Context: an optimization exercise on an open-source flow, tuned for small area and a short achievable clock period. The choices shown serve that exercise and are no tape-out recipe. No activity file was given, so power comes from the tool's default toggle rates.

Design ahb_timer, start of the top module:
module ahb_timer #(
  parameter  int TIMERS      = 3,
  localparam int TIMER_IDX_W = (TIMERS > 1) ? $clog2(TIMERS) : 1
)
(
  input  logic                        HCLK,
  input  logic                        HRESETn,
  input  logic                        HSEL,
  input  logic [ahb_pkg::HADDR_W-1:0] HADDR,
  input  logic [ahb_pkg::HDATA_W-1:0] HWDATA,
  output logic [ahb_pkg::HDATA_W-1:0] HRDATA,
  input  logic                        HWRITE,
  input  logic [2:0]                  HSIZE,
  input  logic [2:0]                  HBURST,
  input  logic [3:0]                  HPROT,
  input  logic [1:0]                  HTRANS,
  output logic                        HREADYOUT,
  input  logic                        HREADY,
  output logic                        HRESP,
  output logic                        tint
);
Size: about 120 I/O pins.
Settings: LEC_CHECK=0, CAP_MARGIN=20, CORE_MARGIN=2, CORE_UTILIZATION=50, CTS_BUF_LIST=sky130_fd_sc_hd__clkbuf_16, CTS_CLUSTER_DIAMETER=60, CTS_CLUSTER_SIZE=30, SLEW_MARGIN=20, SYNTH_HIERARCHICAL=1; clock period 8.0 ns.
standard.sh (not shown) runs the stock make flow with config.mk's settings and CLKGATE_MAP_FILE= SYNTH_SCRIPT=/design/flow/synth_recipe.tcl, a recipe that flattens the netlist after the stock synthesis.
==> flow/flow/run.sh <==
#!/bin/bash
# Standard layout, but with a plain buffer on every port instead of the
# delay cell that buffer_ports picks on its own
set -euo pipefail
export BUFFER_PORTS_ARGS="-buffer_cell sky130_fd_sc_hd__buf_2"
# Timing repair aims past the 8 ns constraint
export SETUP_SLACK_MARGIN=5.5
# Clock tree without the dummy loads CTS adds for balance
export CTS_ARGS="-sink_clustering_enable -repair_clock_nets -sink_clustering_size 30 -sink_clustering_max_diameter 60 -buf_list sky130_fd_sc_hd__clkbuf_16 -dont_use_dummy_load"
bash standard.sh > standard.log 2>&1
Then changed:
--- a/flow/flow/run.sh
+++ b/flow/flow/run.sh
@@ -7 +7 @@
-export SETUP_SLACK_MARGIN=5.5
+export SETUP_SLACK_MARGIN=5.4
=>
- The new run produced a clean layout
- cell area is lower by 3.3%
- wire length falls by 3.6%
- total power decreases by 0.62%
- sequential power stays flat
- synthesized area does not change
- die area does not change
- worst setup slack gets better by 120 ps
- first-iteration DRC count falls by 11%
- sequential cell count is unchanged
- global-route usage decreases by 1.3 points
No run of this note included a check of the RTL's function; only the layout flow was run.

The RTL this note starts from:
==> flow/design.v <==
`timescale 1ns/1ns
package ahb_pkg;
  localparam int HADDR_W = 32;
  localparam int HDATA_W = 32;
  localparam int BE_W    = HDATA_W / 8;
  typedef enum logic [1:0] {
    HTRANS_IDLE   = 2'b00,
    HTRANS_BUSY   = 2'b01,
    HTRANS_NONSEQ = 2'b10,
    HTRANS_SEQ    = 2'b11
  } htrans_t;
  typedef enum logic [2:0] {
    HSIZE_BYTE  = 3'b000,
    HSIZE_HWORD = 3'b001,
    HSIZE_WORD  = 3'b010
  } hsize_t;
  localparam logic HRESP_OKAY = 1'b0;
endpackage
`timescale 1ns/1ns
package timer_pkg;
  localparam logic [31:0] PRESCALE_OFS = 32'h0000_0000;
  localparam logic [31:0] IPENDING_OFS = 32'h0000_0008;
  localparam logic [31:0] IENABLE_OFS  = 32'h0000_000C;
  localparam logic [31:0] TIME_OFS     = 32'h0000_0010;
  localparam logic [31:0] TIME_MSB_OFS = 32'h0000_0014;
  localparam logic [31:0] TIMECMP_OFS  = 32'h0000_0018;
  localparam int TIMECMP_STRIDE = 8;
  localparam int TIME_W     = 64;
  localparam int PRESCALE_W = 32;
  typedef enum logic [2:0] {
    RD_PRESCALE = 3'd0,
    RD_IPENDING = 3'd1,
    RD_IENABLE  = 3'd2,
    RD_TIME_LO  = 3'd3,
    RD_TIME_HI  = 3'd4,
    RD_CMP_LO   = 3'd5,
    RD_CMP_HI   = 3'd6,
    RD_ZERO     = 3'd7
  } rd_sel_t;
endpackage
`timescale 1ns/1ns
module ahb_timer #(
  parameter  int TIMERS      = 3,
  localparam int TIMER_IDX_W = (TIMERS > 1) ? $clog2(TIMERS) : 1
)
(
  input  logic                        HCLK,
  input  logic                        HRESETn,
  input  logic                        HSEL,
  input  logic [ahb_pkg::HADDR_W-1:0] HADDR,
  input  logic [ahb_pkg::HDATA_W-1:0] HWDATA,
  output logic [ahb_pkg::HDATA_W-1:0] HRDATA,
  input  logic                        HWRITE,
  input  logic [2:0]                  HSIZE,
  input  logic [2:0]                  HBURST,
  input  logic [3:0]                  HPROT,
  input  logic [1:0]                  HTRANS,
  output logic                        HREADYOUT,
  input  logic                        HREADY,
  output logic                        HRESP,
  output logic                        tint
);
  localparam int NW = 12;
  assign HREADYOUT = 1'b1;
  assign HRESP     = ahb_pkg::HRESP_OKAY;
  logic          hi_zero;
  logic [3:0]    word;
  logic [NW-1:0] asel;
  logic          wr_xfer;
  logic [3:0]    be;
  assign hi_zero = ~|HADDR[31:6];
  assign word    = HADDR[5:2];
  always_comb
  begin
    for (int k = 0; k < NW; k++)
      asel[k] = (word == 4'(k));
  end
  assign wr_xfer = HSEL && HREADY && HWRITE && HTRANS[1];
  always_comb
  begin
    case (HSIZE)
      3'd0:    be = 4'b0001 << HADDR[1:0];
      3'd1:    be = 4'b0011 << HADDR[1:0];
      default: be = 4'b1111 << HADDR[1:0];
    endcase
  end
  logic          wr_ok;
  logic [3:0]    wr_word;
  logic [3:0]    wr_be;
  logic [NW-1:0] ws;
  always_ff @(posedge HCLK or negedge HRESETn)
  begin
    if (!HRESETn)
      wr_ok <= 1'b0;
    else
      wr_ok <= wr_xfer && hi_zero;
  end
  always_ff @(posedge HCLK)
  begin
    wr_word <= word;
    wr_be   <= be;
  end
  always_comb
  begin
    for (int k = 0; k < NW; k++)
      ws[k] = wr_ok && (wr_word == 4'(k));
  end
  function automatic logic [31:0] merge_be(
    input logic [31:0] old_val,
    input logic [31:0] new_val,
    input logic [3:0]  lanes
  );
    logic [31:0] res;
    for (int n = 0; n < 4; n++)
      res[n*8 +: 8] = lanes[n] ? new_val[n*8 +: 8] : old_val[n*8 +: 8];
    merge_be = res;
  endfunction
  logic [31:0]      prescale;
  logic             prescale_wr;
  logic             enabled;
  logic [2:0]       ienable;
  logic [63:0]      time_val;
  logic [2:0][63:0] cmp_vals;
  logic [31:0]      cnt;
  logic             count_en;
  logic [2:0]       ipending;
  always_ff @(posedge HCLK or negedge HRESETn)
  begin
    if (!HRESETn)
    begin
      prescale    <= '0;
      prescale_wr <= 1'b0;
      enabled     <= 1'b0;
      ienable     <= '0;
    end
    else
    begin
      prescale_wr <= ws[0];
      if (ws[0])
      begin
        prescale <= merge_be(prescale, HWDATA, wr_be);
        enabled  <= 1'b1;
      end
      if (ws[3] && wr_be[0])
        ienable <= HWDATA[2:0];
    end
  end
  always_ff @(posedge HCLK or negedge HRESETn)
  begin
    if (!HRESETn)
      time_val <= '0;
    else if (ws[4] || ws[5])
    begin
      if (ws[4])
        time_val[31:0]  <= merge_be(time_val[31:0], HWDATA, wr_be);
      if (ws[5])
        time_val[63:32] <= merge_be(time_val[63:32], HWDATA, wr_be);
    end
    else if (count_en)
      time_val <= time_val + 1'b1;
  end
  always_ff @(posedge HCLK or negedge HRESETn)
  begin
    if (!HRESETn)
      cmp_vals <= '0;
    else
    begin
      for (int n = 0; n < 3; n++)
      begin
        if (ws[6 + 2*n])
          cmp_vals[n][31:0]  <= merge_be(cmp_vals[n][31:0], HWDATA, wr_be);
        if (ws[7 + 2*n])
          cmp_vals[n][63:32] <= merge_be(cmp_vals[n][63:32], HWDATA, wr_be);
      end
    end
  end
  logic cnt_zero;
  assign cnt_zero = (cnt == '0);
  always_ff @(posedge HCLK or negedge HRESETn)
  begin
    if (!HRESETn)
    begin
      cnt      <= '0;
      count_en <= 1'b0;
    end
    else
    begin
      if (prescale_wr || cnt_zero)
        cnt <= prescale;
      else
        cnt <= cnt - 1'b1;
      count_en <= enabled && cnt_zero;
    end
  end
  logic [2:0] hit;
  always_comb
  begin
    for (int n = 0; n < 3; n++)
      hit[n] = (time_val == cmp_vals[n]) && !ws[6 + 2*n] && !ws[7 + 2*n];
  end
  always_ff @(posedge HCLK or negedge HRESETn)
  begin
    if (!HRESETn)
    begin
      ipending <= '0;
      tint     <= 1'b0;
    end
    else
    begin
      ipending <= enabled ? hit : 3'b000;
      tint     <= |(ipending & ienable);
    end
  end
  logic [NW-1:0][31:0] rwords;
  logic [31:0]         rmux;
  always_comb
  begin
    rwords     = '0;
    rwords[0]  = prescale;
    rwords[2]  = {29'b0, ipending};
    rwords[3]  = {29'b0, ienable};
    rwords[4]  = time_val[31:0];
    rwords[5]  = time_val[63:32];
    rwords[6]  = cmp_vals[0][31:0];
    rwords[7]  = cmp_vals[0][63:32];
    rwords[8]  = cmp_vals[1][31:0];
    rwords[9]  = cmp_vals[1][63:32];
    rwords[10] = cmp_vals[2][31:0];
    rwords[11] = cmp_vals[2][63:32];
    rmux = '0;
    for (int k = 0; k < NW; k++)
      rmux = rmux | (rwords[k] & {32{asel[k]}});
  end
  always_ff @(posedge HCLK)
  begin
    HRDATA <= rmux & {32{hi_zero}};
  end
endmodule
clock: 8.0 ns
lec_check: 0
cap_margin: 20
core_margin: 2
core_utilization: 40
slew_margin: 20
run.sh (not shown) runs the stock make flow with config.mk's settings and CLKGATE_MAP_FILE= SYNTH_SCRIPT=/design/flow/synth_recipe.tcl, a recipe that flattens the netlist after the stock synthesis.
Stock flow here: none of the scripts above is used.
Rerun with:
- ABC_CLOCK_PERIOD_IN_PS: default -> 2500
- SETUP_SLACK_MARGIN: default -> 5
=> The changed run ran to the end with no violations; worst setup slack improved by 1200 ps; wire length rose by 3.4%; maximum frequency goes up by 41%; via count rose by 2.8%; die area stays the same; global-route usage went up by 0.24 points; hold slack improved by 5.4 ps; utilization is higher by 1.7 points.
Rerun with:
- ABC_CLOCK_PERIOD_IN_PS: 2500 -> default
- CORE_UTILIZATION: 40 -> 60
- CTS_BUF_LIST: default -> sky130_fd_sc_hd__clkbuf_8
Effect:
- The changed run completed without violations
- worst setup slack loses 12 ps
- clock skew grows by 19 ps
- via count rose by 3.2%
Rerun with:
- CORE_UTILIZATION: 60 -> 50
- CTS_BUF_LIST: sky130_fd_sc_hd__clkbuf_8 -> sky130_fd_sc_hd__clkbuf_4
- CTS_CLUSTER_SIZE: default -> 30
=>
- The new run passed the timing, DRC and antenna checks
- utilization is lower by 12 points
- synthesized area is unchanged
- final area barely changes
- setup slack gets better by 48 ps
- first-iteration DRC count drops by 17%
- sequential share of layout area is higher by 0.14 points
- clock skew came out higher by 14 ps
No run of this note included a check of the RTL's function; only the layout flow was run.

[re-timing with driven ports]
The flow's constraints put no driver on any port. The routed layouts listed below were extracted and timed again, unchanged, in two steps.
Step 1: set_driving_cell puts a clkbuf_16 on HCLK and a buf_2 on each other input, an assumption about the parent block.
Step 2 also shifts input and output timing later by t, the mid clock arrival at the registers, as if the neighbouring blocks saw the same clock.
Slacks: ideal ports / drivers / drivers and shift; pairs: ideal ports / drivers.
run	t (ns)	slack for setup (ns)	hold WS [ns]	worst data-port slew with drivers (ns)	pins driven straight from the clock port
the first run of note 1	0.645	5.185 / 5.195 / 4.551	0.505 / 0.505 / 0.505	0.08	1
the second run of note 1	0.635	5.305 / 5.276 / 4.752	0.508 / 0.508 / 0.508	0.04	1
the first run of note 2	0.631	3.714 / 3.714 / 3.714	0.513 / 0.513 / 0.513	0.05	1
the second run of note 2	0.639	4.958 / 4.958 / 4.414	0.518 / 0.518 / 0.518	0.05	1
the third run of note 2	0.703	4.946 / 4.946 / 4.334	0.531 / 0.531 / 0.531	0.06	1
the fourth run of note 2	0.905	4.994 / 4.989 / 4.236	0.537 / 0.537 / 0.537	0.06	1
After both steps every run listed still meets setup and hold. The setup slack of the fourth run of note 2, which loses most, moves by -0.005 ns with the drivers and by -0.758 ns with both steps.
